From an optimization exercise on the open Yosys and OpenROAD flow, aimed at small area, a short achievable clock period and few clock cycles per item; shortcuts taken in it are not production practice. Where RTL was checked, it was by simulation tests only, not by an equivalence proof against the original.

==> inputs of trial 56 <==
Design macc_control_top, start of the top module:
module macc_control_top (
  input logic clk,
  input logic rst_n,
  input logic mac_begin,
  input logic acc_begin,
  input macc_pkg::len_t conv_len,
  input macc_pkg::filt_t filter_num,
  input macc_pkg::data_t weight_in,
  input macc_pkg::data_t ifmap_in,
  input macc_pkg::data_t external_psum,
  input macc_pkg::acc_t internal_psum,
  output logic mul_enable,
  output logic acc_enable,
  output macc_pkg::len_t cnt_a,
  output macc_pkg::filt_t cnt_b,
  output macc_pkg::acc_t accum_out,
  output logic psum_store,
  output logic mac_finish,
  output logic acc_finish
);
clock: 7.0 ns
lec_check: 0
cap_margin: 20
core_margin: 2
core_utilization: 60
cts_cluster_diameter: 100
cts_cluster_size: 25
setup_slack_margin: 4.0
slew_margin: 20
synth_hierarchical: 1
synth_minimum_keep_size: 0
standard.sh (not shown) runs the stock make flow with config.mk's settings and CLKGATE_MAP_FILE= SYNTH_SCRIPT=/design/flow/synth_recipe.tcl, a recipe that flattens the netlist after the stock synthesis.
==> flow/flow/run.sh <==
#!/bin/bash
# standard layout, with the port buffers made from the smallest plain buffer
set -euo pipefail
export BUFFER_PORTS_ARGS="-buffer_cell sky130_fd_sc_hd__buf_1"
bash standard.sh > standard_flow.log 2>&1
==> trial 60: changes against trial 56 <==
--- a/flow/config.mk
+++ b/flow/config.mk
@@ -10,7 +10,7 @@
 export CORE_UTILIZATION = 60
 export CTS_CLUSTER_DIAMETER = 100
 export CTS_CLUSTER_SIZE = 25
-export SETUP_SLACK_MARGIN = 4.0
+export SETUP_SLACK_MARGIN = 4.25
 export SLEW_MARGIN = 20
 export SYNTH_HIERARCHICAL = 1
 export SYNTH_MINIMUM_KEEP_SIZE = 0
==> summary.txt <==
Critical path
  • RR Endpoint: u_mac.s_q[21]
  • Req. time, crit path: 7.38 ns
  • Worst setup startpoint: u_mac.u_fb_hi.keep

Route
  • Metal2 WL: 15200 um

Clock tree
  • PostCTS Resize Cnt: 75

Finish
  • Most frequent cells in the layout: 177 x dfxtp_1, 149 x xnor2_1, 144 x buf_1
  • Non-clock buffering overhead: 7.03%

STA
  • Crit share post-route: 39.4%

Placed design
  • Post-Place Cell Area: 0.0145 sq mm

Run status
  • Outcome: no timing/DRC/antenna violations
-- figures above: trial 60

==> summary.txt <==
Route
  • Metal2 WL: 13800 um

Placed design
  • Post-Place Cell Area: 0.0145 sq mm

Run status
  • Outcome: no timing/DRC/antenna violations

Critical path
  • Worst setup startpoint: u_ops.op_neg[5]
-- figures above: trial 56

Testbench counts of trial 56, summed over its fixed seeds: cycles 24,347, items 22,427.
Testbench counts of trial 60, summed over its fixed seeds: cycles 24,347, items 22,427.

========
==> v31: inputs <==
macc_control_top, a different RTL version from the one above (not shown whole).
Settings: LEC_CHECK=0, CAP_MARGIN=20, CORE_MARGIN=2, CORE_UTILIZATION=60, CTS_CLUSTER_DIAMETER=100, CTS_CLUSTER_SIZE=25, SETUP_SLACK_MARGIN=4.2, SLEW_MARGIN=20, SYNTH_HIERARCHICAL=1, SYNTH_MINIMUM_KEEP_SIZE=0; clock period 7.0 ns.
Scripts as last shown in full above: flow/flow/run.sh
==> v20: changes against v31 <==
--- a/flow/design.v
+++ b/flow/design.v
@@ -17,56 +17,104 @@
   input macc_pkg::filt_t filter_num,
   output logic issue_first,  
   output logic issue_last,  
   output logic issue_end,  
   output logic run_acc,  
+  output logic issue_acc,  
   output logic mul_enable,
   output logic acc_enable,
   output macc_pkg::len_t cnt_a,
   output macc_pkg::filt_t cnt_b
 );
+  logic mul_en;  
+  logic acc_en;
+  logic mul_en_d;
+  logic acc_en_d;
+  macc_pkg::len_t a_q;
+  macc_pkg::filt_t b_q;
+  macc_pkg::len_t a_d;
+  macc_pkg::filt_t b_d;
+  macc_pkg::len_t len_q;  
+  macc_pkg::filt_t filt_q;
   logic idle;
   logic start_mul;
   logic start_acc;
   logic a_last;  
   logic b_last;  
   macc_pkg::len_t a_inc;
   macc_pkg::filt_t b_inc;
-  assign idle = ~mul_enable & ~acc_enable;
+  assign idle = ~mul_en & ~acc_en;
   assign start_mul = idle & mac_begin & ~acc_begin;
   assign start_acc = idle & acc_begin & ~mac_begin;
-  assign a_inc = cnt_a + 1'b1;
-  assign b_inc = cnt_b + 1'b1;
-  assign a_last = (a_inc == (acc_enable ? filter_num : conv_len));
-  assign b_last = (b_inc == filter_num);
+  assign a_inc = a_q + 1'b1;
+  assign b_inc = b_q + 1'b1;
+  assign a_last = (a_inc == (acc_en ? filt_q : len_q));
+  assign b_last = (b_inc == filt_q);
+  assign mul_en_d = start_mul | (mul_en & ~(a_last & b_last));
+  assign acc_en_d = start_acc | (acc_en & ~a_last);
+  assign a_d = (start_mul | start_acc | (mul_en & a_last)) ? '0 : a_inc;
+  assign b_d = start_mul ? '0 : (mul_en & a_last) ? b_inc : b_q;
   always_ff @(posedge clk or negedge rst_n) begin
     if (!rst_n) begin
-      mul_enable <= 1'b0;
-      acc_enable <= 1'b0;
+      mul_en <= 1'b0;
+      acc_en <= 1'b0;
     end else begin
-      mul_enable <= start_mul | (mul_enable & ~(a_last & b_last));
-      acc_enable <= start_acc | (acc_enable & ~a_last);
+      mul_en <= mul_en_d;
+      acc_en <= acc_en_d;
     end
   end
   always_ff @(posedge clk) begin
+    len_q <= conv_len;
+    filt_q <= filter_num;
     if (start_mul | start_acc) begin
       run_acc <= start_acc;
     end
-    if (start_mul | start_acc | (mul_enable & a_last)) begin
-      cnt_a <= '0;
+    a_q <= a_d;
+    b_q <= b_d;
+  end
+  macc_oreg u_out (
+    .clk (clk),
+    .rst_n (rst_n),
+    .mul_en_d (mul_en_d),
+    .acc_en_d (acc_en_d),
+    .a_d (a_d),
+    .b_d (b_d),
+    .mul_enable (mul_enable),
+    .acc_enable (acc_enable),
+    .cnt_a (cnt_a),
+    .cnt_b (cnt_b)
+  );
+  assign issue_acc = acc_en;
+  assign issue_first = ~mul_en | (a_q == '0);
+  assign issue_last = acc_en | (mul_en & a_last);
+  assign issue_end = (acc_en | mul_en) & a_last & (acc_en | b_last);
+endmodule
+module macc_oreg (
+  input logic clk,
+  input logic rst_n,
+  input logic mul_en_d,
+  input logic acc_en_d,
+  input macc_pkg::len_t a_d,
+  input macc_pkg::filt_t b_d,
+  output logic mul_enable,
+  output logic acc_enable,
+  output macc_pkg::len_t cnt_a,
+  output macc_pkg::filt_t cnt_b
+);
+  always_ff @(posedge clk or negedge rst_n) begin
+    if (!rst_n) begin
+      mul_enable <= 1'b0;
+      acc_enable <= 1'b0;
     end else begin
-      cnt_a <= a_inc;
-    end
-    if (start_mul) begin
-      cnt_b <= '0;
-    end else if (mul_enable & a_last) begin
-      cnt_b <= b_inc;
+      mul_enable <= mul_en_d;
+      acc_enable <= acc_en_d;
     end
   end
-  assign issue_first = ~mul_enable | (cnt_a == '0);
-  assign issue_last = acc_enable | (mul_enable & a_last);
-  assign issue_end = (acc_enable | mul_enable) & a_last & (acc_enable | b_last);
+  always_ff @(posedge clk) begin
+    cnt_a <= a_d;
+    cnt_b <= b_d;
+  end
 endmodule
 `default_nettype wire
 `timescale 1ns/1ps
 `default_nettype none
 module operand_stage (
@@ -469,11 +517,11 @@
   wire t44s, t44c;
   macc_fa u_t44s (.a(cfb[12]), .b(pp1_10), .c(pp2_8), .s(t44s), .co(t44c));
   wire t45s, t45c;
   macc_fa u_t45s (.a(pp3_6), .b(pp4_4), .c(pp5_2), .s(t45s), .co(t45c));
   wire t46s, t46c;
-  macc_fx u_t46s (.a(pp6_0), .b(t43s), .c(t37c), .s(t46s), .co(t46c));
+  macc_fa u_t46s (.a(pp6_0), .b(t43s), .c(t37c), .s(t46s), .co(t46c));
   wire t47s, t47c;
   macc_fa u_t47s (.a(t38c), .b(t39c), .c(t44s), .s(t47s), .co(t47c));
   wire t48s, t48c;
   macc_fa u_t48s (.a(t45s), .b(t46s), .c(t40c), .s(t48s), .co(t48c));
   wire t49s, t49c;
@@ -493,13 +541,13 @@
   wire t56s, t56c;
   macc_fx u_t56s (.a(t54s), .b(t48c), .c(t55s), .s(t56s), .co(t56c));
   wire t57s, t57c;
   macc_fx u_t57s (.a(pp0[14]), .b(neg[7]), .c(sfb[14]), .s(t57s), .co(t57c));
   wire t58s, t58c;
-  macc_fa u_t58s (.a(cfb[14]), .b(pp1_12), .c(pp2_10), .s(t58s), .co(t58c));
+  macc_fx u_t58s (.a(cfb[14]), .b(pp1_12), .c(pp2_10), .s(t58s), .co(t58c));
   wire t59s, t59c;
-  macc_fa u_t59s (.a(pp3_8), .b(pp4_6), .c(pp5_4), .s(t59s), .co(t59c));
+  macc_fx u_t59s (.a(pp3_8), .b(pp4_6), .c(pp5_4), .s(t59s), .co(t59c));
   wire t60s, t60c;
   macc_fa u_t60s (.a(pp6_2), .b(pp7_0), .c(t57s), .s(t60s), .co(t60c));
   wire t61s, t61c;
   macc_fa u_t61s (.a(t50c), .b(t51c), .c(t52c), .s(t61s), .co(t61c));
   wire t62s, t62c;
@@ -515,22 +563,22 @@
   wire t67s, t67c;
   macc_fa u_t67s (.a(pp4_7), .b(pp5_5), .c(pp6_3), .s(t67s), .co(t67c));
   wire t68s, t68c;
   macc_fx u_t68s (.a(pp7_1), .b(t57c), .c(t65s), .s(t68s), .co(t68c));
   wire t69s, t69c;
-  macc_fx u_t69s (.a(t58c), .b(t59c), .c(t60c), .s(t69s), .co(t69c));
+  macc_fa u_t69s (.a(t58c), .b(t59c), .c(t60c), .s(t69s), .co(t69c));
   wire t70s, t70c;
   macc_fx u_t70s (.a(t66s), .b(t67s), .c(t68s), .s(t70s), .co(t70c));
   wire t71s, t71c;
-  macc_fa u_t71s (.a(t61c), .b(t62c), .c(t69s), .s(t71s), .co(t71c));
+  macc_fx u_t71s (.a(t61c), .b(t62c), .c(t69s), .s(t71s), .co(t71c));
   wire t72s, t72c;
-  macc_fx u_t72s (.a(t70s), .b(t63c), .c(t71s), .s(t72s), .co(t72c));
+  macc_fa u_t72s (.a(t70s), .b(t63c), .c(t71s), .s(t72s), .co(t72c));
   wire t73s, t73c;
   macc_xnor2 u_t73s (.a(pp0[16]), .b(sfb[16]), .y(t73s));
   macc_or2 u_t73c (.a(pp0[16]), .b(sfb[16]), .y(t73c));
   wire t74s, t74c;
-  macc_fx u_t74s (.a(cfb[16]), .b(pp1_14), .c(pp2_12), .s(t74s), .co(t74c));
+  macc_fa u_t74s (.a(cfb[16]), .b(pp1_14), .c(pp2_12), .s(t74s), .co(t74c));
   wire t75s, t75c;
   macc_fa u_t75s (.a(pp3_10), .b(pp4_8), .c(pp5_6), .s(t75s), .co(t75c));
   wire t76s, t76c;
   macc_ha u_t76s (.a(pp6_4), .b(pp7_2), .s(t76s), .co(t76c));
   wire t77s, t77c;
@@ -547,11 +595,11 @@
   macc_xnor2 u_t82s (.a(sfb[17]), .b(cfb[17]), .y(t82s));
   macc_or2 u_t82c (.a(sfb[17]), .b(cfb[17]), .y(t82c));
   wire t83s, t83c;
   macc_fa u_t83s (.a(pp1_15), .b(pp2_13), .c(pp3_11), .s(t83s), .co(t83c));
   wire t84s, t84c;
-  macc_hx u_t84s (.a(pp4_9), .b(pp5_7), .s(t84s), .co(t84c));
+  macc_ha u_t84s (.a(pp4_9), .b(pp5_7), .s(t84s), .co(t84c));
   wire t85s, t85c;
   macc_fx u_t85s (.a(pp6_5), .b(pp7_3), .c(t73c), .s(t85s), .co(t85c));
   wire t86s, t86c;
   macc_fx u_t86s (.a(t76c), .b(t84s), .c(t82s), .s(t86s), .co(t86c));
   wire t87s, t87c;
@@ -600,11 +648,11 @@
   wire t108s, t108c;
   macc_fa u_t108s (.a(pp3_14), .b(pp4_12), .c(pp5_10), .s(t108s), .co(t108c));
   wire t109s, t109c;
   macc_fx u_t109s (.a(pp6_8), .b(pp7_6), .c(t99c), .s(t109s), .co(t109c));
   wire t110s, t110c;
-  macc_fx u_t110s (.a(t107s), .b(t100c), .c(t101c), .s(t110s), .co(t110c));
+  macc_fa u_t110s (.a(t107s), .b(t100c), .c(t101c), .s(t110s), .co(t110c));
   wire t111s, t111c;
   macc_fx u_t111s (.a(t108s), .b(t109s), .c(t102c), .s(t111s), .co(t111c));
   wire t112s, t112c;
   macc_fx u_t112s (.a(t103c), .b(t110s), .c(t111s), .s(t112s), .co(t112c));
   wire t113s, t113c;
@@ -617,15 +665,15 @@
   wire t116s, t116c;
   macc_fa u_t116s (.a(pp6_9), .b(pp7_7), .c(t107c), .s(t116s), .co(t116c));
   wire t117s, t117c;
   macc_fa u_t117s (.a(t114s), .b(t108c), .c(t115s), .s(t117s), .co(t117c));
   wire t118s, t118c;
-  macc_fa u_t118s (.a(t109c), .b(t116s), .c(t110c), .s(t118s), .co(t118c));
+  macc_fx u_t118s (.a(t109c), .b(t116s), .c(t110c), .s(t118s), .co(t118c));
   wire t119s, t119c;
   macc_fx u_t119s (.a(t117s), .b(t111c), .c(t118s), .s(t119s), .co(t119c));
   wire t120s, t120c;
-  macc_hx u_t120s (.a(t112c), .b(t119s), .s(t120s), .co(t120c));
+  macc_ha u_t120s (.a(t112c), .b(t119s), .s(t120s), .co(t120c));
   wire t121s, t121c;
   macc_fa u_t121s (.a(sfb[22]), .b(cfb[22]), .c(pp3_16), .s(t121s), .co(t121c));
   wire t122s, t122c;
   macc_fa u_t122s (.a(pp4_14), .b(pp5_12), .c(pp6_10), .s(t122s), .co(t122c));
   wire t123s, t123c;
@@ -648,17 +696,17 @@
   wire t131s, t131c;
   macc_fx u_t131s (.a(t129s), .b(t124c), .c(t130s), .s(t131s), .co(t131c));
   wire t132s, t132c;
   macc_ha u_t132s (.a(t125c), .b(t131s), .s(t132s), .co(t132c));
   wire t133s, t133c;
-  macc_fa u_t133s (.a(sfb[24]), .b(cfb[24]), .c(pp4_16), .s(t133s), .co(t133c));
+  macc_fx u_t133s (.a(sfb[24]), .b(cfb[24]), .c(pp4_16), .s(t133s), .co(t133c));
   wire t134s, t134c;
   macc_fa u_t134s (.a(pp5_14), .b(pp6_12), .c(pp7_10), .s(t134s), .co(t134c));
   wire t135s, t135c;
   macc_fa u_t135s (.a(t127c), .b(t133s), .c(t128c), .s(t135s), .co(t135c));
   wire t136s, t136c;
-  macc_fx u_t136s (.a(t134s), .b(t129c), .c(t135s), .s(t136s), .co(t136c));
+  macc_fa u_t136s (.a(t134s), .b(t129c), .c(t135s), .s(t136s), .co(t136c));
   wire t137s, t137c;
   macc_fx u_t137s (.a(t130c), .b(t136s), .c(t131c), .s(t137s), .co(t137c));
   wire t138s, t138c;
   macc_xnor2 u_t138s (.a(sfb[25]), .b(cfb[25]), .y(t138s));
   macc_or2 u_t138c (.a(sfb[25]), .b(cfb[25]), .y(t138c));
@@ -1027,10 +1075,11 @@
 );
   logic issue_first;
   logic issue_last;
   logic issue_end;
   logic run_acc;
+  logic issue_acc;
   logic keep_d;
   logic use_i_d;
   logic op_last;
   logic op_end;
   macc_pkg::data_t op_w;
@@ -1048,19 +1097,20 @@
     .filter_num (filter_num),
     .issue_first (issue_first),
     .issue_last (issue_last),
     .issue_end (issue_end),
     .run_acc (run_acc),
+    .issue_acc (issue_acc),
     .mul_enable (mul_enable),
     .acc_enable (acc_enable),
     .cnt_a (cnt_a),
     .cnt_b (cnt_b)
   );
   operand_stage u_ops (
     .clk (clk),
     .rst_n (rst_n),
-    .acc_enable (acc_enable),
+    .acc_enable (issue_acc),
     .issue_first (issue_first),
     .issue_last (issue_last),
     .issue_end (issue_end),
     .weight_in (weight_in),
     .ifmap_in (ifmap_in),
==> run notes <==
                                                             v31                      v20
Run status                               complete, no violations  complete, no violations
Fraction of area in registers                              0.312                    0.328
Warnings, synthesis                                           10                       11
Non-filler cells in the finished layout                     1732                     1750
Layout Skew                                              24.7 ps                  18.6 ps
Minimum hold slack                                        326 ps                   331 ps
Global-route wire length before repair                  48500 um                 49800 um
# clock sinks                                                229                      247
Area Overhead vs Synth                                     4.06%                    4.03%
Site Rows                                                     57                       58
Starting density of the core                               0.610                    0.606
Number of nets at the end of the flow                       1654                     1667
Number of fill cells in the layout                          2080                     2124
Nets in the synthesized netlist                             1617                     1630
Overall die height                                        161 um                   163 um
Function was not checked in any run of this note: the RTL went through the layout flow alone.

[afterwards: timing with drivers on the ports]
Ports are ideal in the flow. The routed layouts listed here were re-timed in OpenROAD. Step 1 assumes that a clkbuf_16 drives the clock port and a buf_2 every other input. Step 2 adds t to the input delays and takes it off the output delays; t is the mean of the earliest and latest rising clock arrival at the registers after step 1. Input paths then give back, and output paths get back, about the clock's delay inside the block. a / b / c = no drivers / after step 1 / after step 2; a / b = the first two.
| run | t (ns) | setup slack, ns | slew at the worst register clock pin (ns) | pins driven straight from the clock port |
|---|---|---|---|---|
| trial 56 | 0.531 | 4.120 / 4.120 / 3.798 | 0.09 / 0.09 | 1 |
| trial 60 | 0.534 | 4.245 / 4.245 / 3.942 | 0.10 / 0.10 | 1 |
| v31 | 0.528 | 4.198 / 4.198 / 3.989 | 0.10 / 0.10 | 1 |
| v20 | 0.534 | 4.212 / 4.212 / 4.212 | 0.10 / 0.10 | 1 |
After both steps setup and hold are still met in every run listed. The setup slack of trial 56, which loses most, moves by 0.000 ns with the drivers and by -0.322 ns with both steps.
